Context: an optimization exercise on an open-source flow, tuned for small area, a short achievable clock period and few clock cycles per item. The choices shown serve that exercise and are no tape-out recipe.
Only simulation tests tie the RTL to the original design; equivalence was not proved.
Power is estimated from default activity; no workload was simulated.

`flow/constraint.sdc`:
```
create_clock -name core_clock -period 5.0 [get_ports {clk}]
set_input_delay 1.0000 -clock core_clock [delete_from_list [all_inputs] [get_ports {clk}]]
set_output_delay 1.0000 -clock core_clock [all_outputs]
set_load 0.01 [all_outputs]
```
`flow/run.sh`:
```
#!/bin/bash
# synth_recipe.tcl (not shown) runs the flow's synth.tcl, then flattens the netlist and writes it again
# the make line also repeats each setting of config.mk as NAME=value (left out here)
make -C /OpenROAD-flow-scripts/flow DESIGN_CONFIG=/design/flow/config.mk WORK_HOME=/design/flow/orfs CLKGATE_MAP_FILE= SYNTH_SCRIPT=/design/flow/synth_recipe.tcl finish
```
`flow/config.mk`:
```
export PLATFORM = sky130hd
export DESIGN_NAME = stable_priority_queue
export DESIGN_NICKNAME = stable_priority_queue
export VERILOG_FILES = /design/flow/design.v
export SDC_FILE = /design/flow/constraint.sdc
export NUM_CORES = 4
export LEC_CHECK = 0
export CAP_MARGIN = 20
export CORE_MARGIN = 2
export CORE_UTILIZATION = 40
export SETUP_SLACK_MARGIN = 3.0
export SLEW_MARGIN = 20
export TNS_END_PERCENT = 0
```
`flow/design.v`:
```
package spq_pkg;
    localparam int DEPTH     = 16;
    localparam int DATA_BITS = 8;
    localparam int PRIO_BITS = 8;
    localparam int CNT_BITS  = $clog2(DEPTH + 1);
    localparam int IN_BITS   = DATA_BITS + PRIO_BITS;
    localparam int IN_BYTES  = (IN_BITS + 7) / 8;
    localparam int OUT_BITS  = DATA_BITS + 2 + DATA_BITS + 1 + CNT_BITS;
    localparam int OUT_BYTES = (OUT_BITS + 7) / 8;
    localparam logic MODE_PUSH = 1'b0;
    localparam logic MODE_POP  = 1'b1;
    typedef enum logic [1:0] {
        ST_OK    = 2'd0,
        ST_EMPTY = 2'd1,
        ST_FULL  = 2'd2
    } status_t;
endpackage
module spq_ctrl (
    input  logic clk,
    input  logic rst_n,
    input  logic s_tvalid,
    output logic s_tready,
    output logic m_tvalid,
    input  logic m_tready,
    output logic exec,
    output logic out_load_next,
    output logic out_load_live
);
    logic in_valid;
    logic out_valid;
    logic skid_valid;
    logic out_free;
    assign s_tready = !(in_valid && skid_valid);
    assign exec     = in_valid && !skid_valid;
    assign m_tvalid = out_valid;
    assign out_free = !out_valid || m_tready;
    assign out_load_next = exec && out_free;
    assign out_load_live = skid_valid && m_tready;
    always_ff @(posedge clk or negedge rst_n)
    begin
        if (!rst_n)
        begin
            in_valid   <= 1'b0;
            out_valid  <= 1'b0;
            skid_valid <= 1'b0;
        end
        else
        begin
            in_valid   <= (s_tvalid && s_tready) || (in_valid && !exec);
            out_valid  <= exec || skid_valid || (out_valid && !m_tready);
            skid_valid <= skid_valid ? !m_tready : (exec && !out_free);
        end
    end
endmodule
module spq_datapath (
    input  logic                          clk,
    input  logic                          rst_n,
    input  logic                          load,
    input  logic                          exec,
    input  logic                          out_load_next,
    input  logic                          out_load_live,
    input  logic                          s_mode,
    input  logic [spq_pkg::DATA_BITS-1:0] s_data,
    input  logic [spq_pkg::PRIO_BITS-1:0] s_prio,
    output logic [23:0]                   result
);
    localparam int D  = spq_pkg::DEPTH;
    localparam int W  = spq_pkg::IN_BITS;
    localparam int DB = spq_pkg::DATA_BITS;
    localparam int CB = spq_pkg::CNT_BITS;
    logic          in_mode;
    logic [DB-1:0] in_data;
    logic [spq_pkg::PRIO_BITS-1:0] in_prio;
    logic [W-1:0]  slot [D];
    logic [CB-1:0] count;
    logic [DB-1:0] popped;
    logic [1:0]    status;
    logic [23:0]   out_word;
    logic [D-1:0]  valid;
    logic [D-1:0]  le;
    logic          full;
    logic          empty;
    logic          is_push;
    logic          push_ok;
    logic          pop_ok;
    always_ff @(posedge clk)
    begin
        if (load)
        begin
            in_mode <= s_mode;
            in_data <= s_data;
            in_prio <= s_prio;
        end
    end
    assign full    = count[CB-1];
    assign empty   = (count == '0);
    assign is_push = (in_mode == spq_pkg::MODE_PUSH);
    assign push_ok = exec && is_push && !full;
    assign pop_ok  = exec && !is_push && !empty;
    function automatic logic prio_le(input logic [spq_pkg::PRIO_BITS-1:0] a,
                                     input logic [spq_pkg::PRIO_BITS-1:0] b);
        logic gt;
        logic eq;
        gt = 1'b0;
        eq = 1'b1;
        for (int k = spq_pkg::PRIO_BITS - 1; k >= 0; k--)
        begin
            gt = gt | (eq & a[k] & ~b[k]);
            eq = eq & ~(a[k] ^ b[k]);
        end
        prio_le = ~gt;
    endfunction
    always_comb
    begin
        for (int i = 0; i < D; i++)
        begin
            valid[i] = count[CB-1] | (count[CB-2:0] > (CB-1)'(i));
            le[i]    = valid[i] && prio_le(slot[i][W-1:DB], in_prio);
        end
    end
    logic [D-1:0] sel_keep;
    logic [D-1:0] sel_next;
    logic [D-1:0] sel_prev;
    logic [D-1:0] sel_new;
    logic [W-1:0] slot_next [D];
    always_comb
    begin
        for (int i = 0; i < D; i++)
        begin
            sel_next[i] = (i < D - 1) ? pop_ok : 1'b0;
            sel_new[i]  = push_ok && !le[i] && ((i == 0) ? 1'b1 : le[(i > 0) ? i - 1 : 0]);
            sel_prev[i] = push_ok && !le[i] && ((i == 0) ? 1'b0 : !le[(i > 0) ? i - 1 : 0]);
            sel_keep[i] = !(sel_next[i] || sel_new[i] || sel_prev[i]);
            slot_next[i] = ({W{sel_keep[i]}} & slot[i])
                         | ({W{sel_new[i]}}  & {in_prio, in_data})
                         | ({W{sel_next[i]}} & slot[(i < D - 1) ? i + 1 : i])
                         | ({W{sel_prev[i]}} & slot[(i > 0) ? i - 1 : 0]);
        end
    end
    always_ff @(posedge clk)
    begin
        for (int i = 0; i < D; i++)
        begin
            slot[i] <= slot_next[i];
        end
    end
    logic [CB-1:0] count_next;
    always_comb
    begin
        count_next = count;
        if (push_ok)
            count_next = count + 1'b1;
        else if (pop_ok)
            count_next = count - 1'b1;
    end
    always_ff @(posedge clk or negedge rst_n)
    begin
        if (!rst_n)
            count <= '0;
        else
            count <= count_next;
    end
    logic [DB-1:0] popped_next;
    logic [1:0]    status_next;
    logic [DB-1:0] front_next;
    logic [23:0]   result_next;
    logic [23:0]   result_live;
    always_comb
    begin
        popped_next = pop_ok ? slot[0][DB-1:0] : '0;
        if (is_push)
            status_next = full ? spq_pkg::ST_FULL : spq_pkg::ST_OK;
        else
            status_next = empty ? spq_pkg::ST_EMPTY : spq_pkg::ST_OK;
        if (pop_ok)
            front_next = valid[1] ? slot[1][DB-1:0] : '0;
        else if (push_ok && !le[0])
            front_next = in_data;
        else
            front_next = empty ? '0 : slot[0][DB-1:0];
    end
    assign result_next = {count_next, count_next != '0, front_next, status_next, popped_next};
    assign result_live = {count, !empty, empty ? '0 : slot[0][DB-1:0], status, popped};
    always_ff @(posedge clk)
    begin
        if (exec)
        begin
            popped <= popped_next;
            status <= status_next;
        end
        if (out_load_next)
            out_word <= result_next;
        else if (out_load_live)
            out_word <= result_live;
    end
    assign result = out_word;
endmodule
module stable_priority_queue (
    input  logic                                clk,
    input  logic                                rst_n,
    input  logic                                s_tvalid,
    output logic                                s_tready,
    input  logic [spq_pkg::IN_BYTES*8-1:0]      s_tdata,
    input  logic                                s_tuser,
    output logic                                m_tvalid,
    input  logic                                m_tready,
    output logic [spq_pkg::OUT_BYTES*8-1:0]     m_tdata
);
    logic exec;
    logic out_load_next;
    logic out_load_live;
    spq_ctrl u_ctrl (
        .clk        (clk),
        .rst_n      (rst_n),
        .s_tvalid   (s_tvalid),
        .s_tready   (s_tready),
        .m_tvalid   (m_tvalid),
        .m_tready   (m_tready),
        .exec          (exec),
        .out_load_next (out_load_next),
        .out_load_live (out_load_live)
    );
    spq_datapath u_datapath (
        .clk        (clk),
        .rst_n      (rst_n),
        .load       (s_tready),
        .exec          (exec),
        .out_load_next (out_load_next),
        .out_load_live (out_load_live),
        .s_mode     (s_tuser),
        .s_data     (s_tdata[spq_pkg::DATA_BITS-1:0]),
        .s_prio     (s_tdata[spq_pkg::IN_BITS-1:spq_pkg::DATA_BITS]),
        .result     (m_tdata)
    );
endmodule
```
==> results of run 1 <==
-- placed cells by master (no fill, tap or decap), types with 51 or more instances in the layout --
cell      instances
a221o_1         137
nor2_1           57
nand2_1         335
buf_4            91
a21oi_1          55
a22oi_1          68
edfxtp_1         51
inv_1            52
dfxtp_1         256
o221ai_1         56
mux2i_1          85
o21ai_0         115
-- kinds of logic (layout without fill, tap and decap cells) --
kind of cell / count (synthesis) / after routing / share of synthesized area
AOI/OAI and AO/OA: 610 / 612 / 0.285
and+or+nand+nor: 566 / 569 / 0.151
DFF: 315 / 315 / 0.421
buffers and inverters: 216 / 285 / 0.0589
muxes: 89 / 89 / 0.0549
adders and majority gates: 36 / 36 / 0.0251
xor gates and xnor gates: 9 / 9 / 0.00483
-- power groups by stage --
stage	clock [W]	sequential [W]	combinational [W]
2_1_floorplan	0	0.00441	0.00296
3_3_place_gp	0	0.00495	0.00353
3_5_place_dp	0	0.00496	0.00363
4_1_cts	0.00270	0.00491	0.00398
5_1_grt	0.00280	0.00507	0.00453
6_report	0.00266	0.00498	0.00415
-- final timing paths --
kind,from,end,slack (ns),cells after the start
worst min-delay path,u_datapath.slot[15][6],u_datapath.slot[15][6],0.45,2
worst min register to register,u_datapath.slot[15][6],u_datapath.slot[15][6],0.45,2
max in group asynchronous,rst_n,u_datapath.count[4],3.92,1
min in group asynchronous,rst_n,u_datapath.count[1],0.76,1
worst max register to register,u_datapath.in_prio[7],u_datapath.slot[1][5],2.36,9
worst max-delay path,u_datapath.in_prio[7],u_datapath.slot[1][5],2.36,9
-- sequential cells by signal, indices dropped and copies added, names as in the netlist --
name and count:
u_ctrl.in_valid 1, u_ctrl.out_valid 1, u_ctrl.skid_valid 1, u_datapath.count 5, u_datapath.in_data 8, u_datapath.in_mode 1
u_datapath.in_prio 8, u_datapath.out_word 24, u_datapath.popped 8, u_datapath.slot 256, u_datapath.status 2
-- area by class of cell --
class                      count  share of cell area
inverter                      61              0.0133
sequential                   315               0.350
timing repair buffer         158              0.0762
timing repair inverter         1            0.000383
clock inverter                 4             0.00121
multi-input combinational   1315               0.466
tap                          525              0.0335
clock buffer                  61              0.0592
-- what timing repair did --
action,CTS,global route
resized for setup,113,25
pin swaps,28,11
buffers inserted,57,12
endpoints found under the setup margin,343,335
gates cloned,4,3
-- critical path, cell delays in order (launching register included) --
cell and delay (ns):
edfxtp_1 0.42, clkinvlp_4 0.10, buf_4 0.20, buf_4 0.18
ha_4 0.28, or3b_4 0.41, a221oi_4 0.28, buf_6 0.21
o21ai_0 0.16, a221o_1 0.28
-- per-stage QoR --
| step | total power (W) | hold WS [ns] | util |
|---|---|---|---|
| detailed placement | 0.00858 | 0.446 | 0.428 |
| global route | 0.0124 | 0.490 | 0.490 |
| finish | 0.0118 | 0.454 | 0.490 |
| floorplan | 0.00737 | 0.425 | - |
| global placement | 0.00849 | 0.435 | 0.428 |
| CTS | 0.0116 | 0.460 | 0.483 |
-- metal layers --
layer  vias to the layer above  share of wire  track usage
li1                       7068              -            -
met1                      7690           0.42        0.354
met2                       704           0.47        0.447
met3                       161          0.069       0.0405
met4                         2          0.041        0.113
met5                         -        0.00022            0
==> reports/results.ini, run 1 <==
[run_status]
status=timing/DRC/antenna clean

[clock_tree]
path_clk_slew_ns=0.06
htreeDepth=2
cts_root_buffer=clkbuf_16
cts_made_buffers=37
clock_sinks=315
ctsHoldBuffers=0
worstSkewPairLatency_ns=0.54
clk_path_buf_depth=3
cts_tree=done

[timing]
slew_viol_final=0
finalCritPeriodShare=0.528
rsz0062_at_grt=yes
fin_ws_ns=2.36
setup_violations=0
skew_ns=0.0203
fmax_mhz=379
hold_viol_final=0
maxSlewHeadroom=0.301
worst_slew_pin_slew_ns=1.05
fin_tns_setup_ns=0
fin_crit_ns=2.64

[finish]
antenna_cells=0
final_cells=2440
final_cell_area_mm2=0.0196
drive_gt1_frac=0.147
multi_input_area_mm2=0.00913
nets=1929
seq_area_mm2=0.00686
syn_to_final_growth_pct=20.2
fillers=3727

[place]
io_buffers=46
gp_congestion=0.879
dp_hpwl_um=38400
dpl-instance-area_mm2=0.0171
dp_cells=2299
post-place-ws_ns=1.01

[route]
antenna_left=0
first_pass_iters=6
vias=15625
viasPerCell=6.40
routed_wl_um=58500
drt-initial-drc-count=1706
drc=0
wire_per_inst_um=24.0

[power_and_ir_drop]
pwr_density_cell_mw_per_mm2=602
leakagePower_nw=7.60
comb_power_share=0.352
switching_share=0.387
seq_power_share=0.422
power.switching_w=0.00456
power.share.clock=0.226
peakVddDrop_mv=0.318
p_int_w=0.00723

[setup_path]
crit_arrival_ns=3.06
cp_max_fo=17
critPathLaunchType=register
cp.required_ns=5.42
worstSetupPathType=register to register
endpoint_kind=register

[die]
dieWidth_um=206
initial_core_util=0.408
pin_count=47
core-area_mm2=0.0400
core.rowCount=73
fp.dieH_um=206
die_area_mm2=0.0424

[global_routing]
grt_pass1_wl_um=89400
antenna_found_initial=1
overflow=0
grt_pass1_vias=15108
grt_max_degree=76
gr-usage-all-layers=0.271

[logic_synthesis]
synth_cells=1841
synth-seq-cells=315
syn_area_per_cell_um2=8.86
synthTopCellsByCount=343 x nand2_1, 256 x dfxtp_1, 137 x a221o_1
synthTopCellsByArea=dfxtp_1 31%, edfxtp_1 9.4%, a221o_1 8.4%
synthArstFlopShare=0.0254
yosysSeqAreaShare=0.421
synthFlopType=dfxtp_1
synth_area_mm2=0.0163
netlist-cell-type-count=78
yosysTopAreaCell=dfxtp_1
synth_top_area_share=0.314
yosys.cell_count.top_type=nand2_1
yosysWarnings=4
synthesis.nets=1881
synth_edf_count=51

[hold_path]
hold_path.class=register to register

[run]
max_cap_viol_count=0

Testbench counts, summed over its fixed seeds: cycles 9,616, items 9,600.
==> run 2: changes to the inputs <==
--- a/flow/design.v
+++ b/flow/design.v
@@ -110,14 +110,20 @@
         end
         prio_le = ~gt;
     endfunction
+    logic [D-1:0] cmp;
+    logic         cmp_ins;
+    logic [D-1:0] le_q;
+    logic [D-1:0] le_next;
     always_comb
     begin
         for (int i = 0; i < D; i++)
         begin
             valid[i] = count[CB-1] | (count[CB-2:0] > (CB-1)'(i));
-            le[i]    = valid[i] && prio_le(slot[i][W-1:DB], in_prio);
-        end
-    end
+            cmp[i]   = valid[i] && prio_le(slot[i][W-1:DB], s_prio);
+        end
+        cmp_ins = prio_le(in_prio, s_prio);
+    end
+    assign le = le_q;
     logic [D-1:0] sel_keep;
     logic [D-1:0] sel_next;
     logic [D-1:0] sel_prev;
@@ -135,6 +141,17 @@
                          | ({W{sel_new[i]}}  & {in_prio, in_data})
                          | ({W{sel_next[i]}} & slot[(i < D - 1) ? i + 1 : i])
                          | ({W{sel_prev[i]}} & slot[(i > 0) ? i - 1 : 0]);
+            le_next[i]   = (sel_keep[i] && cmp[i] && !((i == D - 1) && pop_ok))
+                         | (sel_new[i]  && cmp_ins)
+                         | (sel_next[i] && cmp[(i < D - 1) ? i + 1 : i])
+                         | (sel_prev[i] && cmp[(i > 0) ? i - 1 : 0]);
+        end
+    end
+    always_ff @(posedge clk)
+    begin
+        if (load)
+        begin
+            le_q <= le_next;
         end
     end
     always_ff @(posedge clk)
==> reports/results.ini, run 2 <==
[setup_path]
reg2reg_setup_slack_ns=2.58  ; +0.22 ns
crit_arrival_ns=2.75  ; -0.31 ns
reg2regPathDepth=6  ; -3
worstSetupPathType=input port to register
cp.required_ns=5.28  ; -0.14 ns
critPathLaunchType=input port
r2r_start=u_datapath.count[2]
cp_max_fo=7  ; -10
endpoint_kind=register
reg2reg_to=u_datapath.out_word[17]

[logic_synthesis]
synthFlopType=dfxtp_1
yosysSeqAreaShare=0.452  ; +0.0319
synth_area_mm2=0.0162  ; -0.54%
synth_edf_count=67  ; +31%
synthArstFlopShare=0.0242  ; -0.00123
yosysWarnings=4  ; unchanged
synth-seq-cells=331  ; +5.1%
synthTopCellsByCount=541 x nand2_1, 256 x dfxtp_1, 233 x a222oi_1
synth_top_area_share=0.316  ; +0.00172
syn_area_per_cell_um2=9.02  ; +1.9%
yosys.cell_count.top_type=nand2_1
synthesis.nets=1839  ; -2.2%
netlist-cell-type-count=82  ; +5.1%
yosysTopAreaCell=dfxtp_1
synth_cells=1797  ; -2.4%
synthTopCellsByArea=dfxtp_1 32%, a222oi_1 14%, nand2_1 13%

[hold_path]
min_to=u_datapath.slot[15][7]
hold_path.class=register to register
whs_path_depth=2  ; unchanged
min_from=u_datapath.slot[15][7]

[clock_tree]
worstSkewPairLatency_ns=0.55  ; about the same
htreeDepth=2  ; unchanged
path_clk_slew_ns=0.06  ; about the same
cts_made_buffers=39  ; +5.4%
clock_sinks=331  ; +5.1%
clk_path_buf_depth=3  ; unchanged
cts_root_buffer=clkbuf_16
cts_tree=done

[route]
antenna_left=0  ; unchanged
drt-initial-drc-count=2522  ; +48%
viasPerCell=6.28  ; -2.0%
wire_per_inst_um=22.0  ; -8.5%
first_pass_iters=13  ; +7
vias=14993  ; -4.0%
drc=0  ; unchanged
routed_wl_um=52400  ; -10%

[die]
pin_count=47  ; unchanged
die_area_mm2=0.0422  ; -0.53%
core-area_mm2=0.0399  ; -0.23%
fp.dieH_um=205  ; -0.27%
initial_core_util=0.406  ; -0.00129
dieWidth_um=205  ; -0.27%
core.rowCount=73  ; unchanged

[global_routing]
grt_pass1_vias=14294  ; -5.4%
antenna_found_initial=1  ; unchanged
grt_max_degree=105  ; +38%
grt_pass1_wl_um=82500  ; -7.8%
gr-usage-all-layers=0.246  ; -0.0255
overflow=0  ; unchanged

[timing]
fmax_mhz=405  ; +6.8%
worst_slew_pin_slew_ns=0.952  ; -0.0974 ns
rsz0062_at_grt=yes
finalCritPeriodShare=0.494  ; -0.0338
slew_viol_final=0  ; unchanged
fin_crit_ns=2.47  ; -0.169 ns
maxSlewHeadroom=0.364  ; +0.0629
skew_ns=0.0209  ; +0.000596 ns
hold_viol_final=0  ; unchanged
setup_violations=0  ; unchanged
fin_tns_setup_ns=0  ; unchanged

[finish]
mostFrequentLayoutCell=nand2_1
final_cell_mix=538 x nand2_1, 256 x dfxtp_1, 233 x a222oi_1
syn_to_final_growth_pct=18.6
largest_reg_flops=256  ; unchanged
final_util=0.482  ; -0.00775
reg.largest.list=u_datapath.slot x256, u_datapath.out_word x24, u_datapath.le_q x16
antenna_cells=0  ; unchanged
largest_register=u_datapath.slot
nets=1877  ; -2.7%
drive_gt1_frac=0.152  ; +0.00510

[place]
dp_hpwl_um=34300  ; -11%
gp_congestion=0.866  ; -1.5%
io_buffers=46  ; unchanged

[power_and_ir_drop]
pwr_density_cell_mw_per_mm2=581  ; -3.5%
peakVddDrop_mv=0.197  ; -38%
leakagePower_nw=7.94  ; +4.5%

[run]
max_cap_viol_count=0  ; unchanged

[run_status]
status=timing/DRC/antenna clean

## run 2: cell count changes after synthesis, moves of 34 or more
| cell | delta |
|---|---|
| a222oi_1 | +231 |
| nand2_1 | +198 |
| a221o_1 | -137 |
| mux2i_1 | -69 |
| o21ai_0 | -68 |
| o221ai_1 | -54 |
| a21oi_1 | -34 |
## run 2: per-layer routing
metal	global-route usage	vias to the layer above	part of all wire
met5	0	-	0
met4	0.0704	0	0.019
met3	0.0295	79	0.074
met2	0.395	708	0.47
met1	0.346	7297	0.44
li1	-	6909	-
## run 2: power breakdown
group | internal, W | switching [W]
Clock | 0.00169 | 0.00114
Sequential | 0.00400 | 0.00150
Combinational | 0.00136 | 0.00149
Total | 0.00705 | 0.00413
## run 2: cell families after synthesis
kind of cell	after synthesis	share of synthesized area
multiplexers	30	0.0196
flip-flops	331	0.452
buffers and inverters	185	0.0518
adder cells (fa/ha/maj)	38	0.0269
AO/OA/AOI/OAI	446	0.236
AND/OR/NAND/NOR	744	0.201
XOR/XNOR	23	0.0124
## run 2: area by class of cell
type | count | area (um2)
clock buffers | 62 | 1230
well taps | 525 | 657
inverters | 30 | 138
repair inverters | 3 | 17.5
fillers | 3674 | 20700
clock inverters | 8 | 46.3
flip-flops and latches | 331 | 7350
multi-input cells | 1283 | 8430
repair buffers | 147 | 1370
## run 2: stage by stage
step | area (um2) | total power, W | hold WS (ns) | setup slack (ns) | std cells
final | 19200 | 0.0112 | 0.454 | 2.53 | 2389
after detailed placement | 16900 | 0.00801 | 0.447 | 1.10 | 2249
after CTS | 18900 | 0.0110 | 0.457 | 2.54 | 2373
after floorplan | 16200 | 0.00692 | 0.424 | 2.13 | 1797
after global placement | 16900 | 0.00789 | 0.436 | 1.18 | 2249
after global routing | 19200 | 0.0118 | 0.473 | 2.48 | 2389
## run 2: worst max-delay path by stage
stage                             start                      to  slack (ns)  depth (start not counted)
floorplan                   s_tdata[15]     u_datapath.le_q[10]        2.13                          7
global placement            s_tdata[12]      u_datapath.le_q[8]        1.18                          7
detailed placement          s_tdata[12]      u_datapath.le_q[8]        1.10                          7
CTS                         s_tdata[15]     u_datapath.le_q[10]        2.54                          9
global route        u_datapath.count[0]  u_datapath.slot[11][7]        2.48                          9
finish                       s_tdata[9]      u_datapath.le_q[8]        2.53                          9
## run 2: critical path: stages
cell,delay (ns)
buf_2,0.16
nor2_1,0.11
buf_4,0.16
a21oi_1,0.09
o211ai_1,0.39
a221oi_4,0.15
buf_6,0.17
a22o_1,0.22
or3_1,0.29
## run 2: repair_timing
| action | 4_1_cts | 5_1_grt |
|---|---|---|
| gates cloned | 7 | 1 |
| setup endpoints to repair | 358 | 355 |
| hold buffers | 0 | 0 |
| buffers inserted | 47 | 15 |
| pin swaps | 21 | 13 |
| gates resized for setup | 118 | 34 |
| hold endpoints to repair | 0 | 0 |
Testbench counts of run 2, summed over its fixed seeds: cycles 9,616, items 9,600.
==> run 3: changes to the inputs <==
--- a/flow/config.mk
+++ b/flow/config.mk
@@ -7,7 +7,9 @@
 export LEC_CHECK = 0
 export CAP_MARGIN = 20
 export CORE_MARGIN = 2
-export CORE_UTILIZATION = 40
+export CORE_UTILIZATION = 65
+export CTS_CLUSTER_DIAMETER = 60
+export CTS_CLUSTER_SIZE = 30
 export SETUP_SLACK_MARGIN = 3.0
 export SLEW_MARGIN = 20
 export TNS_END_PERCENT = 0
==> reports/results.ini, run 3 <==
[run_status]
status=timing/DRC/antenna clean

[global_routing]
overflow=0  ; unchanged
grt_pass1_wl_um=78000  ; -5.4%
antenna_found_initial=0  ; -1
grt_pass1_vias=14496  ; +1.4%
grt_max_degree=86  ; -18%
gr-usage-all-layers=0.363  ; +0.118

[timing]
fin_crit_ns=2.49  ; +0.0183 ns
maxSlewHeadroom=0.440  ; +0.0766
setup_violations=0  ; unchanged
skew_ns=0.0287  ; +0.00788 ns
worst_slew_pin_slew_ns=0.837  ; -0.115 ns
hold_viol_final=0  ; unchanged
slew_viol_final=0  ; unchanged
fmax_mhz=402  ; -0.74%
rsz0062_at_grt=yes
fin_tns_setup_ns=0  ; unchanged
fin_ws_ns=2.51  ; -0.0183 ns
finalCritPeriodShare=0.497  ; +0.00366

[setup_path]
cp.required_ns=5.30  ; +0.02 ns
reg2reg_setup_slack_ns=2.53  ; -0.05 ns
reg2reg_to=u_datapath.le_q[10]
worstSetupPathType=input port to register
r2r_start=u_datapath.count[1]
crit_arrival_ns=2.78  ; +0.03 ns
reg2regPathDepth=10  ; +4
critPathLaunchType=input port
cp_max_fo=6  ; -1
endpoint_kind=register

[hold_path]
hold_path.class=register to register
whs_path_depth=2  ; unchanged
min_to=u_datapath.slot[2][0]
min_from=u_datapath.slot[2][0]

[logic_synthesis]
synth_cells=1797  ; unchanged
synthFlopType=dfxtp_1
synthesis.nets=1839  ; unchanged
synth_area_mm2=0.0162  ; unchanged
synth_edf_count=67  ; unchanged
yosysWarnings=4  ; unchanged
netlist-cell-type-count=82  ; unchanged
synthTopCellsByArea=dfxtp_1 32%, a222oi_1 14%, nand2_1 13%
synth-seq-cells=331  ; unchanged
syn_area_per_cell_um2=9.02  ; unchanged
synthArstFlopShare=0.0242  ; unchanged
synthTopCellsByCount=541 x nand2_1, 256 x dfxtp_1, 233 x a222oi_1
yosysTopAreaCell=dfxtp_1
yosysSeqAreaShare=0.452  ; unchanged
yosys.cell_count.top_type=nand2_1
synth_top_area_share=0.316  ; unchanged

[route]
routed_wl_um=49100  ; -6.3%
vias=15261  ; +1.8%
antenna_left=0  ; unchanged
first_pass_iters=14  ; +1
drc=0  ; unchanged
drt-initial-drc-count=3167  ; +26%
viasPerCell=7.10  ; +13%
wire_per_inst_um=22.8  ; +4.1%

[finish]
final_cell_mix=537 x nand2_1, 256 x dfxtp_1, 233 x a222oi_1
nets=1848  ; -1.5%
largest_register=u_datapath.slot
antenna_cells=0  ; unchanged
multi_input_area_mm2=0.00837  ; -0.68%
largest_reg_flops=256  ; unchanged
seq_area_mm2=0.00735  ; about the same
reg.largest.list=u_datapath.slot x256, u_datapath.out_word x24, u_datapath.le_q x16
final_cell_area_mm2=0.0186  ; -3.4%
syn_to_final_growth_pct=14.6
drive_gt1_frac=0.140  ; -0.0127
fillers=1725  ; -53%
mostFrequentLayoutCell=nand2_1

[clock_tree]
path_clk_slew_ns=0.10  ; +0.04 ns
clk_path_buf_depth=3  ; unchanged
cts_made_buffers=27  ; -31%
worstSkewPairLatency_ns=0.57  ; +0.02 ns
cts_tree=done
clock_sinks=331  ; unchanged
htreeDepth=1  ; -1
ctsHoldBuffers=0  ; unchanged
cts_root_buffer=clkbuf_16

[run]
max_cap_viol_count=0  ; unchanged

[place]
gp_congestion=0.926  ; +6.9%
io_buffers=46  ; unchanged
dp_hpwl_um=31800  ; -7.1%
dpl-instance-area_mm2=0.0166  ; -1.8%
post-place-ws_ns=1.09  ; -0.0108 ns

[die]
initial_core_util=0.665  ; +0.259
die_area_mm2=0.0262  ; -38%
fp.dieH_um=162  ; -21%
core-area_mm2=0.0244  ; -39%
core.rowCount=57  ; -22%
pin_count=47  ; unchanged
dieWidth_um=162  ; -21%

[power_and_ir_drop]
leakagePower_nw=7.74  ; -2.5%
peakVddDrop_mv=0.421  ; +110%
pwr_density_cell_mw_per_mm2=572  ; -1.5%

==> run 3: cell counts after synthesis <==
Identical to the previous run, type by type.
==> run 3: area by class of cell <==
type | count | share of cell area
multi-input cells | 1282 | 0.451
flip-flops and latches | 331 | 0.395
repair buffers | 132 | 0.0718
clock buffers | 29 | 0.0379
well taps | 324 | 0.0218
clock inverters | 20 | 0.0146
inverters | 30 | 0.00734
repair inverters | 2 | 0.000673
==> run 3: worst max-delay path by stage <==
stage	end	slack (ns)	depth (start not counted)	startpoint
final	u_datapath.le_q[8]	2.51	12	s_tdata[15]
after global routing	u_datapath.le_q[8]	2.46	12	s_tdata[15]
after CTS	u_datapath.le_q[10]	2.56	9	s_tdata[15]
after detailed placement	u_datapath.le_q[8]	1.09	7	s_tdata[15]
after floorplan	u_datapath.le_q[10]	2.13	7	s_tdata[15]
after global placement	u_datapath.le_q[8]	1.14	7	s_tdata[15]
==> run 3: routing by layer <==
layer / vias to the layer above / GRT usage / wire, um
li1: 6838 / - / -
met1: 7310 / 0.491 / 19400
met4: 0 / 0.121 / 1410
met3: 122 / 0.0501 / 4920
met2: 991 / 0.605 / 23400
met5: - / 0 / 0
==> run 3: through the flow <==
step | hold slack [ns] | power [W] | util | std cells
after floorplan | 0.424 | 0.00692 | - | 1797
after global placement | 0.439 | 0.00778 | 0.681 | 2041
after detailed placement | 0.446 | 0.00792 | 0.682 | 2042
after CTS | 0.460 | 0.0104 | 0.756 | 2145
after global routing | 0.481 | 0.0112 | 0.762 | 2150
final | 0.462 | 0.0106 | 0.762 | 2150
==> run 3: kinds of logic (layout without fill, tap and decap cells) <==
family          count (synthesis)  count (layout)  share of synthesized area
mux                            30              30                     0.0196
flops                         331             331                      0.452
simple gates                  744             745                      0.201
xor+xnor                       23              23                     0.0124
buf+inv                       185             213                     0.0518
compound gates                446             446                      0.236
fa+ha+maj                      38              38                     0.0269
==> run 3: power by group <==
group / switching, W / leakage (nW) / internal, W
combinational: 0.00148 / 4.41 / 0.00134
sequential: 0.00148 / 2.85 / 0.00399
clock: 0.00117 / 0.480 / 0.00117
==> run 3: repair_timing <==
action,4_1_cts,5_1_grt
setup endpoints to repair,357,341
resized for setup,135,17
cloned,7,0
buffers inserted,47,3
pin swaps,22,4
==> run 3: worst max-delay path, cell delays in order <==
cell	delay, ns
buf_8	0.08
clkinvlp_4	0.09
buf_12	0.16
buf_12	0.12
ha_4	0.26
o2111ai_2	0.12
inv_1	0.09
a221oi_2	0.06
buf_4	0.16
buf_6	0.13
a22o_1	0.21
or3_1	0.30
==> run 4: changes to the inputs <==
--- a/flow/design.v
+++ b/flow/design.v
@@ -23,6 +23,7 @@
     output logic m_tvalid,
     input  logic m_tready,
     output logic exec,
+    output logic load,
     output logic out_load_next,
     output logic out_load_live
 );
@@ -30,12 +31,18 @@
     logic out_valid;
     logic skid_valid;
     logic out_free;
-    assign s_tready = !(in_valid && skid_valid);
+    logic in_valid_next;
+    logic skid_valid_next;
+    logic ready_q;
+    assign s_tready = ready_q;
+    assign load     = !(in_valid && skid_valid);
     assign exec     = in_valid && !skid_valid;
     assign m_tvalid = out_valid;
     assign out_free = !out_valid || m_tready;
     assign out_load_next = exec && out_free;
     assign out_load_live = skid_valid && m_tready;
+    assign in_valid_next   = (s_tvalid && load) || (in_valid && !exec);
+    assign skid_valid_next = skid_valid ? !m_tready : (exec && !out_free);
     always_ff @(posedge clk or negedge rst_n)
     begin
         if (!rst_n)
@@ -43,12 +50,14 @@
             in_valid   <= 1'b0;
             out_valid  <= 1'b0;
             skid_valid <= 1'b0;
+            ready_q    <= 1'b1;
         end
         else
         begin
-            in_valid   <= (s_tvalid && s_tready) || (in_valid && !exec);
+            in_valid   <= in_valid_next;
             out_valid  <= exec || skid_valid || (out_valid && !m_tready);
-            skid_valid <= skid_valid ? !m_tready : (exec && !out_free);
+            skid_valid <= skid_valid_next;
+            ready_q    <= !(in_valid_next && skid_valid_next);
         end
     end
 endmodule
@@ -93,7 +102,7 @@
         end
     end
     assign full    = count[CB-1];
-    assign empty   = (count == '0);
+    assign empty   = !nonempty;
     assign is_push = (in_mode == spq_pkg::MODE_PUSH);
     assign push_ok = exec && is_push && !full;
     assign pop_ok  = exec && !is_push && !empty;
@@ -180,24 +189,34 @@
     logic [DB-1:0] popped_next;
     logic [1:0]    status_next;
     logic [DB-1:0] front_next;
+    logic          fvalid_next;
     logic [23:0]   result_next;
     logic [23:0]   result_live;
     always_comb
     begin
         popped_next = pop_ok ? slot[0][DB-1:0] : '0;
+        fvalid_next = is_push | valid[1];
         if (is_push)
+        begin
             status_next = full ? spq_pkg::ST_FULL : spq_pkg::ST_OK;
+            front_next  = (!full && !le[0]) ? in_data : slot[0][DB-1:0];
+        end
         else
+        begin
             status_next = empty ? spq_pkg::ST_EMPTY : spq_pkg::ST_OK;
-        if (pop_ok)
-            front_next = valid[1] ? slot[1][DB-1:0] : '0;
-        else if (push_ok && !le[0])
-            front_next = in_data;
-        else
-            front_next = empty ? '0 : slot[0][DB-1:0];
-    end
-    assign result_next = {count_next, count_next != '0, front_next, status_next, popped_next};
-    assign result_live = {count, !empty, empty ? '0 : slot[0][DB-1:0], status, popped};
+            front_next  = valid[1] ? slot[1][DB-1:0] : '0;
+        end
+    end
+    logic nonempty;
+    always_ff @(posedge clk or negedge rst_n)
+    begin
+        if (!rst_n)
+            nonempty <= 1'b0;
+        else if (exec)
+            nonempty <= fvalid_next;
+    end
+    assign result_next = {count_next, fvalid_next, front_next, status_next, popped_next};
+    assign result_live = {count, nonempty, nonempty ? slot[0][DB-1:0] : '0, status, popped};
     always_ff @(posedge clk)
     begin
         if (exec)
@@ -224,6 +243,7 @@
     output logic [spq_pkg::OUT_BYTES*8-1:0]     m_tdata
 );
     logic exec;
+    logic load;
     logic out_load_next;
     logic out_load_live;
     spq_ctrl u_ctrl (
@@ -234,13 +254,14 @@
         .m_tvalid   (m_tvalid),
         .m_tready   (m_tready),
         .exec          (exec),
+        .load          (load),
         .out_load_next (out_load_next),
         .out_load_live (out_load_live)
     );
     spq_datapath u_datapath (
         .clk        (clk),
         .rst_n      (rst_n),
-        .load       (s_tready),
+        .load       (load),
         .exec          (exec),
         .out_load_next (out_load_next),
         .out_load_live (out_load_live),
--- a/flow/config.mk
+++ b/flow/config.mk
@@ -10,6 +10,6 @@
 export CORE_UTILIZATION = 65
 export CTS_CLUSTER_DIAMETER = 60
 export CTS_CLUSTER_SIZE = 30
-export SETUP_SLACK_MARGIN = 3.0
+export SETUP_SLACK_MARGIN = 2.8
 export SLEW_MARGIN = 20
-export TNS_END_PERCENT = 0
+export TNS_END_PERCENT = 100
==> reports/results.ini, run 4 <==
[die]
pin_count=47  ; unchanged
fp.dieH_um=165  ; +1.6%
dieWidth_um=165  ; +1.6%
core.rowCount=58  ; +1.8%
initial_core_util=0.664  ; -0.000880
die_area_mm2=0.0271  ; +3.3%
core-area_mm2=0.0253  ; +3.5%

[timing]
hold_ws_ns=0.467  ; +0.00522 ns
finalCritPeriodShare=0.470  ; -0.0272
fmax_mhz=425  ; +5.8%
setup_violations=0  ; unchanged
fin_tns_setup_ns=0  ; unchanged
skew_ns=0.0270  ; -0.00177 ns
slew_viol_final=0  ; unchanged
rsz0062_at_grt=yes
fin_crit_ns=2.35  ; -0.136 ns
maxSlewHeadroom=0.262  ; -0.178
worst_slew_pin_slew_ns=1.10  ; +0.266 ns
hold_viol_final=0  ; unchanged

[clock_tree]
path_clk_slew_ns=0.09  ; about the same
clk_path_buf_depth=3  ; unchanged
cts_root_buffer=clkbuf_16
htreeDepth=1  ; unchanged
cts_tree=done
worstSkewPairLatency_ns=0.59  ; +0.02 ns
cts_made_buffers=29  ; +7.4%
clock_sinks=333  ; +0.60%
ctsHoldBuffers=0  ; unchanged

[setup_path]
reg2reg_setup_slack_ns=2.67  ; +0.14 ns
cpPeakStageDelay_ns=0.41  ; +0.11 ns
endpoint_kind=register
critPathLaunchType=input port
crit_arrival_ns=2.69  ; -0.09 ns
cp.required_ns=5.33  ; +0.03 ns
worstSetupPathType=input port to register
crit_chain=buf_6, buf_8, clkinvlp_4, buf_6, o22ai_4, o311ai_4, a221oi_4, buf_12, buf_6, o2bb2ai_2, a221o_1
cp_num_buf_inv=6  ; -1
crit_slowest_cell=o311ai_4
critical_path_cell_count=11  ; -1
path_common_cell=buf_6
worst_path_dominant_cell_family=compound AO/OA/AOI/OAI gates
reg2regPathDepth=7  ; -3
cp_max_fo=7  ; +1

[finish]
final_cell_mix=365 x a22oi_1, 321 x nand2_1, 256 x dfxtp_1
final_cells=2208  ; +2.7%
fillers=1624  ; -5.9%
syn_to_final_growth_pct=18.2
reg.largest.list=u_datapath.slot x256, u_datapath.out_word x24, u_datapath.le_q x16
largest_register=u_datapath.slot
largest_reg_flops=256  ; unchanged
drive_gt1_frac=0.203  ; +0.0632
mostFrequentLayoutCell=a22oi_1
antenna_cells=0  ; unchanged
nets=1898  ; +2.7%

[global_routing]
grt_pass1_vias=14785  ; +2.0%
grt_pass1_wl_um=78800  ; +1.1%
antenna_found_initial=0  ; unchanged
gr-usage-all-layers=0.361  ; -0.00254
grt_max_degree=70  ; -19%
overflow=0  ; unchanged

[logic_synthesis]
synth.area.mux_share=0.0188  ; -0.000794
syn_area_per_cell_um2=9.37  ; +3.8%
yosysTopAreaCell=dfxtp_1
synth_top_family_by_area=compound AO/OA/AOI/OAI gates
synth_edf_count=67  ; unchanged
synth_top_area_share=0.306  ; -0.0104
synth-seq-cells=333  ; +0.60%
synthTopCellsByArea=dfxtp_1 31%, a22oi_1 17%, edfxtp_1 12%
synth_area_mm2=0.0168  ; +3.4%
synthArstFlopShare=0.0300  ; +0.00586
synthFlopType=dfxtp_1
yosysWarnings=4  ; unchanged
synthAdderAreaFrac=0.0276  ; +0.000681
netlist-cell-type-count=83  ; +1.2%
yosys.cell_count.top_type=a22oi_1
yosysSeqAreaShare=0.441  ; -0.0118
synth_cells=1790  ; -0.39%
synth_xor_area_frac=0.0151  ; +0.00273
synthesis.nets=1832  ; -0.38%
synthTopCellsByCount=369 x a22oi_1, 329 x nand2_1, 256 x dfxtp_1
synthSimpleGateAreaFrac=0.140  ; -0.0610
synth_compound_area_frac=0.298  ; +0.0622

[hold_path]
whs_path_depth=2  ; unchanged
hold_path.class=register to register

[route]
wire_per_inst_um=24.1  ; +5.4%
vias=15879  ; +4.0%
drt-initial-drc-count=2751  ; -13%
viasPerCell=7.19  ; +1.3%
first_pass_iters=12  ; -2
routed_wl_um=53200  ; +8.3%
drc=0  ; unchanged
antenna_left=0  ; unchanged

[power_and_ir_drop]
peakVddDrop_mv=0.434  ; +3.1%
leakagePower_nw=8.07  ; +4.2%
pwr_density_cell_mw_per_mm2=562  ; -1.8%

[place]
gp_congestion=0.916  ; -1.1%
dp_hpwl_um=32500  ; +2.2%
io_buffers=46  ; unchanged
dp_cells=2040  ; -0.098%

[run]
max_cap_viol_count=0  ; unchanged

[run_status]
status=timing/DRC/antenna clean

run 4: path summary, 6_finish.rpt:
| kind | start | to |
|---|---|---|
| hold reg to reg | u_datapath.slot[8][0] | u_datapath.slot[8][0] |
| min in group asynchronous | rst_n | u_ctrl.skid_valid |
| setup / recovery | s_tdata[10] | u_datapath.le_q[1] |
| setup reg to reg | u_ctrl.skid_valid | u_datapath.le_q[4] |
| max in group asynchronous | rst_n | u_datapath.count[1] |
| hold / removal | u_datapath.slot[8][0] | u_datapath.slot[8][0] |
run 4: tightest hold or removal path, stage by stage (launching register included):
cell and delay (ns):
dfxtp_1 0.33, nand2_1 0.06, nand2_1 0.04
run 4: where the power goes:
group / switching [W] / total [W] / internal (W)
combinational: 0.00169 / 0.00326 / 0.00157
sequential: 0.00145 / 0.00539 / 0.00394
clock: 0.00129 / 0.00248 / 0.00119
run 4: timing repair:
action / CTS / global route
setup buffers: 50 / 58
endpoints found under the setup margin: 324 / 272
cloned: 5 / 2
pin swaps: 32 / 43
resized for setup: 227 / 88
run 4: logic make-up after synthesis:
logic type      count (synthesis)
buf+inv                       200
xor+xnor                       29
simple gates                  495
flops                         333
compound gates                662
mux                            30
fa+ha+maj                      41
run 4: routing by layer:
metal | wire length (um) | track usage | vias up
li1 | - | - | 6957
met1 | 21300 | 0.492 | 7694
met2 | 24800 | 0.585 | 1036
met3 | 4920 | 0.0482 | 192
met4 | 2210 | 0.141 | 0
met5 | 0 | 0 | -
run 4: area by class of cell:
| class | instances | area (um2) | area share |
|---|---|---|---|
| repair buffers | 187 | 1700 | 0.0856 |
| clock buffers | 29 | 726 | 0.0366 |
| repair inverters | 2 | 16.3 | 0.000820 |
| inverters | 42 | 195 | 0.00984 |
| clock inverters | 24 | 323 | 0.0163 |
| multi-input cells | 1261 | 9060 | 0.457 |
| well taps | 330 | 413 | 0.0208 |
| flip-flops and latches | 333 | 7390 | 0.373 |
run 4: through the flow:
stage	util	cell area [um2]	worst slack, ns	total power (W)
global placement	0.680	17200	1.22	0.00797
CTS	0.755	19100	2.62	0.0107
floorplan	-	16900	2.32	0.00709
detailed placement	0.681	17200	1.17	0.00810
global route	0.785	19800	2.61	0.0116
finish	0.785	19800	2.65	0.0111
Testbench counts of run 4, summed over its fixed seeds: cycles 9,616, items 9,600.
==> run 5: changes to the inputs <==
--- a/flow/design.v
+++ b/flow/design.v
@@ -23,10 +23,13 @@
     output logic m_tvalid,
     input  logic m_tready,
     output logic exec,
+    output logic a_load,
     output logic load,
     output logic out_load_next,
     output logic out_load_live
 );
+    logic a_valid;
+    logic a_valid_next;
     logic in_valid;
     logic out_valid;
     logic skid_valid;
@@ -36,17 +39,20 @@
     logic ready_q;
     assign s_tready = ready_q;
     assign load     = !(in_valid && skid_valid);
+    assign a_load   = !a_valid || load;
     assign exec     = in_valid && !skid_valid;
     assign m_tvalid = out_valid;
     assign out_free = !out_valid || m_tready;
     assign out_load_next = exec && out_free;
     assign out_load_live = skid_valid && m_tready;
-    assign in_valid_next   = (s_tvalid && load) || (in_valid && !exec);
+    assign a_valid_next    = (s_tvalid && a_load) || (a_valid && !load);
+    assign in_valid_next   = (a_valid && load) || (in_valid && !exec);
     assign skid_valid_next = skid_valid ? !m_tready : (exec && !out_free);
     always_ff @(posedge clk or negedge rst_n)
     begin
         if (!rst_n)
         begin
+            a_valid    <= 1'b0;
             in_valid   <= 1'b0;
             out_valid  <= 1'b0;
             skid_valid <= 1'b0;
@@ -54,16 +60,18 @@
         end
         else
         begin
+            a_valid    <= a_valid_next;
             in_valid   <= in_valid_next;
             out_valid  <= exec || skid_valid || (out_valid && !m_tready);
             skid_valid <= skid_valid_next;
-            ready_q    <= !(in_valid_next && skid_valid_next);
+            ready_q    <= !a_valid_next || !(in_valid_next && skid_valid_next);
         end
     end
 endmodule
 module spq_datapath (
     input  logic                          clk,
     input  logic                          rst_n,
+    input  logic                          a_load,
     input  logic                          load,
     input  logic                          exec,
     input  logic                          out_load_next,
@@ -77,6 +85,9 @@
     localparam int W  = spq_pkg::IN_BITS;
     localparam int DB = spq_pkg::DATA_BITS;
     localparam int CB = spq_pkg::CNT_BITS;
+    logic          a_mode;
+    logic [DB-1:0] a_data;
+    logic [spq_pkg::PRIO_BITS-1:0] a_prio;
     logic          in_mode;
     logic [DB-1:0] in_data;
     logic [spq_pkg::PRIO_BITS-1:0] in_prio;
@@ -92,13 +103,20 @@
     logic          is_push;
     logic          push_ok;
     logic          pop_ok;
-    always_ff @(posedge clk)
-    begin
+    logic          nonempty;
+    always_ff @(posedge clk)
+    begin
+        if (a_load)
+        begin
+            a_mode <= s_mode;
+            a_data <= s_data;
+            a_prio <= s_prio;
+        end
         if (load)
         begin
-            in_mode <= s_mode;
-            in_data <= s_data;
-            in_prio <= s_prio;
+            in_mode <= a_mode;
+            in_data <= a_data;
+            in_prio <= a_prio;
         end
     end
     assign full    = count[CB-1];
@@ -128,9 +146,9 @@
         for (int i = 0; i < D; i++)
         begin
             valid[i] = count[CB-1] | (count[CB-2:0] > (CB-1)'(i));
-            cmp[i]   = valid[i] && prio_le(slot[i][W-1:DB], s_prio);
-        end
-        cmp_ins = prio_le(in_prio, s_prio);
+            cmp[i]   = valid[i] && prio_le(slot[i][W-1:DB], a_prio);
+        end
+        cmp_ins = prio_le(in_prio, a_prio);
     end
     assign le = le_q;
     logic [D-1:0] sel_keep;
@@ -207,7 +225,6 @@
             front_next  = valid[1] ? slot[1][DB-1:0] : '0;
         end
     end
-    logic nonempty;
     always_ff @(posedge clk or negedge rst_n)
     begin
         if (!rst_n)
@@ -243,6 +260,7 @@
     output logic [spq_pkg::OUT_BYTES*8-1:0]     m_tdata
 );
     logic exec;
+    logic a_load;
     logic load;
     logic out_load_next;
     logic out_load_live;
@@ -254,6 +272,7 @@
         .m_tvalid   (m_tvalid),
         .m_tready   (m_tready),
         .exec          (exec),
+        .a_load        (a_load),
         .load          (load),
         .out_load_next (out_load_next),
         .out_load_live (out_load_live)
@@ -261,6 +280,7 @@
     spq_datapath u_datapath (
         .clk        (clk),
         .rst_n      (rst_n),
+        .a_load     (a_load),
         .load       (load),
         .exec          (exec),
         .out_load_next (out_load_next),
==> reports/results.ini, run 5 <==
[global_routing]
use_met2=0.583  ; -0.00240
busiest_layer=met2
use_met1=0.489  ; -0.00259
grt_pass1_vias=14443  ; -2.3%
grt_pass1_wl_um=78500  ; -0.47%
gr-usage-all-layers=0.359  ; -0.00219
overflow=0  ; unchanged
antenna_found_initial=0  ; unchanged
grtUsageMet3=0.0465  ; -0.00176
grt_max_degree=75  ; +7.1%

[timing]
fin_ws_ns=2.63  ; -0.0201 ns
worst_slew_pin_slew_ns=0.980  ; -0.122 ns
slew_viol_final=0  ; unchanged
fmax_mhz=422  ; -0.85%
rsz0062_at_grt=yes
fin_crit_ns=2.37  ; +0.0201 ns
setup_violations=0  ; unchanged
maxSlewHeadroom=0.345  ; +0.0824
finalCritPeriodShare=0.474  ; +0.00403
skew_ns=0.0166  ; -0.0103 ns
fin_tns_setup_ns=0  ; unchanged
hold_viol_final=0  ; unchanged

[setup_path]
cp.required_ns=5.30  ; -0.03 ns
worstSetupPathType=register to register
critPathLaunchType=register
crit_arrival_ns=2.67  ; -0.02 ns
cp_max_fo=9  ; +2
endpoint_kind=register
reg2reg_setup_slack_ns=2.63  ; -0.04 ns

[hold_path]
hold_path.class=register to register

[route]
drt-initial-drc-count=2435  ; -11%
viasPerCell=7.18  ; -0.23%
routed_wl_um=51100  ; -3.9%
drc=0  ; unchanged
vias=15491  ; -2.4%
first_pass_iters=10  ; -2
wire_per_inst_um=23.7  ; -1.7%
antenna_left=0  ; unchanged

[logic_synthesis]
syn_area_per_cell_um2=9.66  ; +3.1%
synth-seq-cells=351  ; +5.4%
yosysTopAreaCell=dfxtp_1
yosys.cell_count.top_type=nand2_1
yosysSeqAreaShare=0.467  ; +0.0265
synth_edf_count=84  ; +25%
yosysWarnings=4  ; unchanged
synthFlopType=dfxtp_1
synthArstFlopShare=0.0313  ; +0.00131
synthTopCellsByCount=321 x nand2_1, 256 x dfxtp_1, 221 x a22oi_1
synthesis.nets=1798  ; -1.9%
synthTopCellsByArea=dfxtp_1 30%, edfxtp_1 15%, a22oi_1 9.8%
synth_area_mm2=0.0170  ; +1.2%
synth_top_area_share=0.302  ; -0.00352
synth_cells=1756  ; -1.9%
netlist-cell-type-count=76  ; -8.4%

[die]
core.rowCount=59  ; +1.7%
core-area_mm2=0.0258  ; +2.3%
die_area_mm2=0.0274  ; +1.1%
dieWidth_um=166  ; +0.57%
initial_core_util=0.657  ; -0.00743
fp.dieH_um=166  ; +0.57%
pin_count=47  ; unchanged

[finish]
reg.largest.list=u_datapath.slot x256, u_datapath.out_word x24, u_datapath.le_q x16
drive_gt1_frac=0.185  ; -0.0181
final_cells=2159  ; -2.2%
mostFrequentLayoutCell=nand2_1
final_cell_mix=318 x nand2_1, 256 x dfxtp_1, 221 x a22oi_1
largest_register=u_datapath.slot
largest_reg_flops=256  ; unchanged
syn_to_final_growth_pct=17.0
antenna_cells=0  ; unchanged
nets=1847  ; -2.7%

[place]
io_buffers=46  ; unchanged
post-place-ws_ns=1.64  ; +0.471 ns
dp_hpwl_um=31600  ; -2.9%
dp_cells=2003  ; -1.8%
gp_congestion=0.865  ; -5.6%

[clock_tree]
htreeDepth=1  ; unchanged
cts_made_buffers=26  ; -10%
clk_path_buf_depth=3  ; unchanged
path_clk_slew_ns=0.10  ; about the same
clock_sinks=351  ; +5.4%
worstSkewPairLatency_ns=0.56  ; -0.03 ns
cts_tree=done
cts_root_buffer=clkbuf_16

[power_and_ir_drop]
pwr_density_cell_mw_per_mm2=570  ; +1.5%
leakagePower_nw=8.10  ; +0.33%
peakVddDrop_mv=0.437  ; +0.89%
finalPower_w=0.0113  ; +1.6%

[run_status]
status=timing/DRC/antenna clean

[run]
max_cap_viol_count=0  ; unchanged

run 5: cell count changes in the layout (fill, tap and decap cells not counted), sizes merged, moves of 9 or more:
cell    before  now
nand2b      24   12
clkbuf      35   56
buf        165  125
a221o       26   66
inv         59   36
nor2        50   59
a22oi      370  221
a222oi      44   73
edfxtp      67   84
a22o        22   71
run 5: path summary, 6_finish.rpt:
kind	from	end	cells after the start
max in group asynchronous	rst_n	u_datapath.count[3]	1
max reg2reg	u_datapath.a_prio[7]	u_datapath.le_q[5]	9
min	u_datapath.a_data[3]	u_datapath.in_data[3]	0
min reg2reg	u_datapath.a_data[3]	u_datapath.in_data[3]	0
min in group asynchronous	rst_n	u_ctrl.in_valid	1
max	u_datapath.a_prio[7]	u_datapath.le_q[5]	9
run 5: layout make-up:
class | instances | area (um2)
Timing Repair inverter | 2 | 7.51
Clock buffer | 31 | 743
Inverter | 27 | 136
Fill cell | 1776 | 5990
Tap cell | 335 | 419
Timing Repair Buffer | 174 | 1620
Clock inverter | 16 | 194
Sequential cell | 351 | 7930
Multi-Input combinational cell | 1223 | 8800
run 5: cell families after synthesis:
| group | Yosys count | share of synthesized area |
|---|---|---|
| AOI/OAI and AO/OA | 629 | 0.293 |
| and+or+nand+nor | 492 | 0.131 |
| DFF | 351 | 0.467 |
| buffers and inverters | 186 | 0.0485 |
| adders and majority gates | 46 | 0.0309 |
| muxes | 27 | 0.0167 |
| xor gates and xnor gates | 25 | 0.0129 |
run 5: stage by stage:
step,utilization,cell area [um2],hold WS (ns)
2_1_floorplan,-,17000,0.400
3_3_place_gp,0.670,17300,0.402
3_5_place_dp,0.671,17300,0.405
4_1_cts,0.755,19500,0.434
5_1_grt,0.768,19900,0.437
6_report,0.768,19900,0.433
run 5: layer usage:
layer | vias to the layer above | share of wire
met5 | - | 0
li1 | 6889 | -
met1 | 7517 | 0.41
met4 | 0 | 0.040
met3 | 170 | 0.089
met2 | 915 | 0.46
run 5: critical path, stage by stage, from the launching register on:
cell and delay (ns):
edfxtp_1 0.39, clkinvlp_4 0.12, buf_12 0.15, buf_4 0.15, ha_1 0.29, o21ai_1 0.08
o41ai_2 0.34, buf_4 0.17, nor2_1 0.04, a2111o_1 0.36
run 5: report_power, final:
group	switching, W	internal, W
combinational	0.00173	0.00167
sequential	0.00145	0.00415
clock	0.00117	0.00114
run 5: what timing repair did:
| action | in CTS | in global routing |
|---|---|---|
| gates resized for setup | 176 | 60 |
| cloned | 8 | 2 |
| pin swaps | 27 | 20 |
| endpoints found under the setup margin | 335 | 185 |
| hold buffers | 0 | 0 |
| buffers inserted | 72 | 27 |
Testbench counts of run 5, summed over its fixed seeds: cycles 9,624, items 9,600.
==> run 6: changes to the inputs <==
--- a/flow/design.v
+++ b/flow/design.v
@@ -23,6 +23,7 @@
     output logic m_tvalid,
     input  logic m_tready,
     output logic exec,
+    output logic exec_next,
     output logic a_load,
     output logic load,
     output logic out_load_next,
@@ -40,7 +41,8 @@
     assign s_tready = ready_q;
     assign load     = !(in_valid && skid_valid);
     assign a_load   = !a_valid || load;
-    assign exec     = in_valid && !skid_valid;
+    logic exec_q;
+    assign exec     = exec_q;
     assign m_tvalid = out_valid;
     assign out_free = !out_valid || m_tready;
     assign out_load_next = exec && out_free;
@@ -48,6 +50,7 @@
     assign a_valid_next    = (s_tvalid && a_load) || (a_valid && !load);
     assign in_valid_next   = (a_valid && load) || (in_valid && !exec);
     assign skid_valid_next = skid_valid ? !m_tready : (exec && !out_free);
+    assign exec_next       = in_valid_next && !skid_valid_next;
     always_ff @(posedge clk or negedge rst_n)
     begin
         if (!rst_n)
@@ -57,6 +60,7 @@
             out_valid  <= 1'b0;
             skid_valid <= 1'b0;
             ready_q    <= 1'b1;
+            exec_q     <= 1'b0;
         end
         else
         begin
@@ -65,6 +69,7 @@
             out_valid  <= exec || skid_valid || (out_valid && !m_tready);
             skid_valid <= skid_valid_next;
             ready_q    <= !a_valid_next || !(in_valid_next && skid_valid_next);
+            exec_q     <= exec_next;
         end
     end
 endmodule
@@ -74,6 +79,7 @@
     input  logic                          a_load,
     input  logic                          load,
     input  logic                          exec,
+    input  logic                          exec_next,
     input  logic                          out_load_next,
     input  logic                          out_load_live,
     input  logic                          s_mode,
@@ -122,8 +128,10 @@
     assign full    = count[CB-1];
     assign empty   = !nonempty;
     assign is_push = (in_mode == spq_pkg::MODE_PUSH);
-    assign push_ok = exec && is_push && !full;
-    assign pop_ok  = exec && !is_push && !empty;
+    logic push_ok_q;
+    logic pop_ok_q;
+    assign push_ok = push_ok_q;
+    assign pop_ok  = pop_ok_q;
     function automatic logic prio_le(input logic [spq_pkg::PRIO_BITS-1:0] a,
                                      input logic [spq_pkg::PRIO_BITS-1:0] b);
         logic gt;
@@ -225,12 +233,24 @@
             front_next  = valid[1] ? slot[1][DB-1:0] : '0;
         end
     end
+    logic nonempty_next;
+    logic in_mode_next;
+    assign nonempty_next = exec ? fvalid_next : nonempty;
+    assign in_mode_next  = load ? a_mode : in_mode;
     always_ff @(posedge clk or negedge rst_n)
     begin
         if (!rst_n)
-            nonempty <= 1'b0;
-        else if (exec)
-            nonempty <= fvalid_next;
+        begin
+            nonempty  <= 1'b0;
+            push_ok_q <= 1'b0;
+            pop_ok_q  <= 1'b0;
+        end
+        else
+        begin
+            nonempty  <= nonempty_next;
+            push_ok_q <= exec_next && (in_mode_next == spq_pkg::MODE_PUSH) && !count_next[CB-1];
+            pop_ok_q  <= exec_next && (in_mode_next == spq_pkg::MODE_POP) && nonempty_next;
+        end
     end
     assign result_next = {count_next, fvalid_next, front_next, status_next, popped_next};
     assign result_live = {count, nonempty, nonempty ? slot[0][DB-1:0] : '0, status, popped};
@@ -260,6 +280,7 @@
     output logic [spq_pkg::OUT_BYTES*8-1:0]     m_tdata
 );
     logic exec;
+    logic exec_next;
     logic a_load;
     logic load;
     logic out_load_next;
@@ -272,6 +293,7 @@
         .m_tvalid   (m_tvalid),
         .m_tready   (m_tready),
         .exec          (exec),
+        .exec_next     (exec_next),
         .a_load        (a_load),
         .load          (load),
         .out_load_next (out_load_next),
@@ -283,6 +305,7 @@
         .a_load     (a_load),
         .load       (load),
         .exec          (exec),
+        .exec_next     (exec_next),
         .out_load_next (out_load_next),
         .out_load_live (out_load_live),
         .s_mode     (s_tuser),
==> reports/results.ini, run 6 <==
[run_status]
status=timing/DRC/antenna clean

[clock_tree]
cts_tree=done
cts_made_buffers=27  ; +3.8%
path_clk_slew_ns=0.09  ; about the same
clock_sinks=354  ; +0.85%
htreeDepth=1  ; unchanged
cts_root_buffer=clkbuf_16
worstSkewPairLatency_ns=0.58  ; +0.02 ns
clk_path_buf_depth=3  ; unchanged

[global_routing]
overflow=0  ; unchanged
gr-usage-all-layers=0.342  ; -0.0163
busiest_layer=met2
grtUsageMet3=0.0362  ; -0.0102
antenna_found_initial=0  ; unchanged
use_met1=0.468  ; -0.0207
use_met2=0.565  ; -0.0176
grt_pass1_wl_um=75600  ; -3.6%
grt_max_degree=96  ; +28%
grt_pass1_vias=14426  ; -0.12%

[timing]
fin_crit_ns=2.38  ; +0.00620 ns
worst_slew_pin_slew_ns=0.872  ; -0.109 ns
rsz0062_at_grt=yes
setup_violations=0  ; unchanged
finalCritPeriodShare=0.475  ; +0.00124
slew_viol_final=0  ; unchanged
fmax_mhz=421  ; -0.26%
hold_viol_final=0  ; unchanged
fin_tns_setup_ns=0  ; unchanged
skew_ns=0.0347  ; +0.0181 ns
maxSlewHeadroom=0.419  ; +0.0743

[finish]
reg.largest.list=u_datapath.slot x256, u_datapath.out_word x24, u_datapath.le_q x16
seq_area_mm2=0.00800  ; +0.88%
drive_gt1_frac=0.128  ; -0.0572
multi_input_area_mm2=0.00842  ; -4.3%
largest_register=u_datapath.slot
syn_to_final_growth_pct=12.2
antenna_cells=0  ; unchanged
fillers=1938  ; +9.1%
mostFrequentLayoutCell=a22oi_1
largest_reg_flops=256  ; unchanged
nets=1855  ; +0.43%
final_cell_mix=472 x a22oi_1, 329 x nand2_1, 257 x dfxtp_1

[place]
gp_congestion=0.879  ; +1.7%
dp_hpwl_um=31800  ; +0.83%
io_buffers=46  ; unchanged

[logic_synthesis]
synth_cells=1830  ; +4.2%
syn_area_per_cell_um2=9.25  ; -4.3%
synthArstFlopShare=0.0395  ; +0.00821
yosys.cell_count.top_type=a22oi_1
synthFlopType=dfxtp_1
synth_edf_count=83  ; -1.2%
synthesis.nets=1871  ; +4.1%
synth_area_mm2=0.0169  ; -0.24%
synth_top_area_share=0.304  ; +0.00190
yosysTopAreaCell=dfxtp_1
synth-seq-cells=354  ; +0.85%
netlist-cell-type-count=68  ; -11%
synthTopCellsByArea=dfxtp_1 30%, a22oi_1 21%, edfxtp_1 15%
yosysWarnings=4  ; unchanged
synthTopCellsByCount=473 x a22oi_1, 333 x nand2_1, 257 x dfxtp_1
yosysSeqAreaShare=0.472  ; +0.00495

[power_and_ir_drop]
finalPower_w=0.0132  ; +16%
peakVddDrop_mv=0.442  ; +1.1%
pwr_density_cell_mw_per_mm2=693  ; +22%
leakagePower_nw=7.68  ; -5.2%

[setup_path]
crit_arrival_ns=2.67  ; about the same
cp_max_fo=6  ; -3
endpoint_kind=register
worstSetupPathType=register to register
critPathLaunchType=register
cp.required_ns=5.29  ; about the same

[route]
routed_wl_um=48200  ; -5.7%
first_pass_iters=6  ; -4
drc=0  ; unchanged
drt-initial-drc-count=2006  ; -18%
wire_per_inst_um=22.2  ; -6.1%
antenna_left=0  ; unchanged
viasPerCell=6.93  ; -3.4%
vias=15041  ; -2.9%

[die]
core.rowCount=59  ; unchanged
dieWidth_um=165  ; -0.11%
fp.dieH_um=165  ; -0.11%
pin_count=47  ; unchanged
core-area_mm2=0.0258  ; unchanged
initial_core_util=0.655  ; -0.00155
die_area_mm2=0.0273  ; -0.23%

[hold_path]
hold_path.class=register to register

[run]
max_cap_viol_count=0  ; unchanged

-- run 6: cell types whose count changed in the layout (fill, tap and decap cells not counted), moves of 15 or more --
cell | before | now
nor2_1 | 42 | 24
a21oi_1 | 36 | 52
a221o_1 | 66 | 1
a22oi_1 | 221 | 472
and2_1 | 3 | 18
a222oi_1 | 73 | 12
buf_4 | 101 | 58
a22o_1 | 71 | 7
-- run 6: metrics by stage --
step	worst slack (ns)	cell area [um2]	utilization	hold slack (ns)	std cells
final	2.62	19000	0.735	0.427	2170
after global routing	2.55	19000	0.735	0.445	2170
after CTS	2.70	18900	0.730	0.428	2166
after detailed placement	2.01	17400	0.675	0.407	2086
after global placement	2.15	17400	0.674	0.400	2084
after floorplan	2.84	16900	-	0.400	1830
-- run 6: worst max-delay path, cell delays in order (launching register included) --
cell,delay [ns]
edfxtp_1,0.43
buf_6,0.16
nand2b_4,0.13
a222oi_1,0.41
a221oi_2,0.13
o211ai_1,0.19
buf_4,0.16
nor2_1,0.04
a221oi_1,0.33
o31ai_1,0.13
-- run 6: cell type report --
cell class / count / area share
timing repair inverter: 1 / 0.000395
sequential: 354 / 0.421
clock buffer: 27 / 0.0356
clock inverter: 23 / 0.0185
inverter: 38 / 0.00883
timing repair buffer: 116 / 0.0499
multi-input combinational: 1276 / 0.443
tap: 335 / 0.0221
-- run 6: path summary, 6_finish.rpt --
path | start | to | slack (ns) | cells past startpoint
min in group asynchronous | rst_n | u_ctrl.exec_q | 0.80 | 1
setup reg to reg | u_datapath.a_prio[0] | u_datapath.le_q[7] | 2.62 | 9
max in group asynchronous | rst_n | u_datapath.count[1] | 3.75 | 1
setup / recovery | u_datapath.a_prio[0] | u_datapath.le_q[7] | 2.62 | 9
hold reg to reg | u_datapath.a_data[0] | u_datapath.in_data[0] | 0.43 | 0
hold / removal | u_datapath.a_data[0] | u_datapath.in_data[0] | 0.43 | 0
-- run 6: logic make-up after synthesis --
logic type,count (synthesis),share of synthesized area
AND/OR/NAND/NOR,479,0.121
flip-flops,354,0.472
XOR/XNOR,29,0.0150
multiplexers,30,0.0187
buffers and inverters,201,0.0481
AO/OA/AOI/OAI,701,0.300
adder cells (fa/ha/maj),36,0.0245
-- run 6: power breakdown --
group | total [W] | internal [W] | switching (W) | leakage (nW)
logic | 0.00532 | 0.00207 | 0.00325 | 4.05
registers | 0.00541 | 0.00420 | 0.00120 | 3.14
clock network | 0.00244 | 0.00113 | 0.00131 | 0.486
-- run 6: timing repair --
action	CTS	global route
endpoints found under the setup margin	298	112
pin swaps	6	11
buffers inserted	28	4
resized for setup	112	62
hold buffers	0	0
gates cloned	2	0
-- run 6: routing by layer --
| metal | part of all wire | vias up |
|---|---|---|
| met3 | 0.066 | 118 |
| li1 | - | 6881 |
| met2 | 0.48 | 676 |
| met1 | 0.43 | 7366 |
| met4 | 0.031 | 0 |
| met5 | 0 | - |
Testbench counts of run 6, summed over its fixed seeds: cycles 9,624, items 9,600.

==> port drivers added, routing unchanged <==
No port has a modelled driver above. Below, the same layouts with a new extraction and two added sets of constraints. Step 1 (the two cells are an assumption about what drives the block):
set clk [get_ports {clk}]
set_driving_cell -lib_cell sky130_fd_sc_hd__clkbuf_16 $clk
set_driving_cell -lib_cell sky130_fd_sc_hd__buf_2 [delete_from_list [all_inputs] $clk]
Step 2 adds t to the input delays and takes it off the output delays; t is the mean of the earliest and latest rising clock arrival at the registers after step 1. Input paths then give back, and output paths get back, about the clock's delay inside the block. a / b / c = ideal ports / drivers / drivers and shift; a / b = the first two.
| run | t, ns | setup WS [ns] | latest minus earliest clock arrival (ns) | worst register clock-pin slew, ns | worst data-port slew with drivers (ns) |
|---|---|---|---|---|---|
| run 1 | 0.583 | 2.362 / 2.362 / 2.070 | 0.021 / 0.021 | 0.06 / 0.06 | 0.06 |
| run 2 | 0.587 | 2.531 / 2.515 / 1.970 | 0.021 / 0.021 | 0.06 / 0.06 | 0.05 |
| run 3 | 0.609 | 2.513 / 2.507 / 1.899 | 0.029 / 0.029 | 0.10 / 0.10 | 0.06 |
| run 4 | 0.627 | 2.649 / 2.667 / 2.040 | 0.027 / 0.027 | 0.11 / 0.11 | 0.05 |
| run 5 | 0.607 | 2.629 / 2.629 / 2.292 | 0.017 / 0.017 | 0.10 / 0.10 | 0.03 |
| run 6 | 0.619 | 2.623 / 2.623 / 2.320 | 0.036 / 0.035 | 0.10 / 0.10 | 0.04 |
After both steps every run listed still meets setup and hold. For run 3, which loses most, drivers alone change the setup slack by -0.006 ns; drivers and shift together by -0.614 ns.
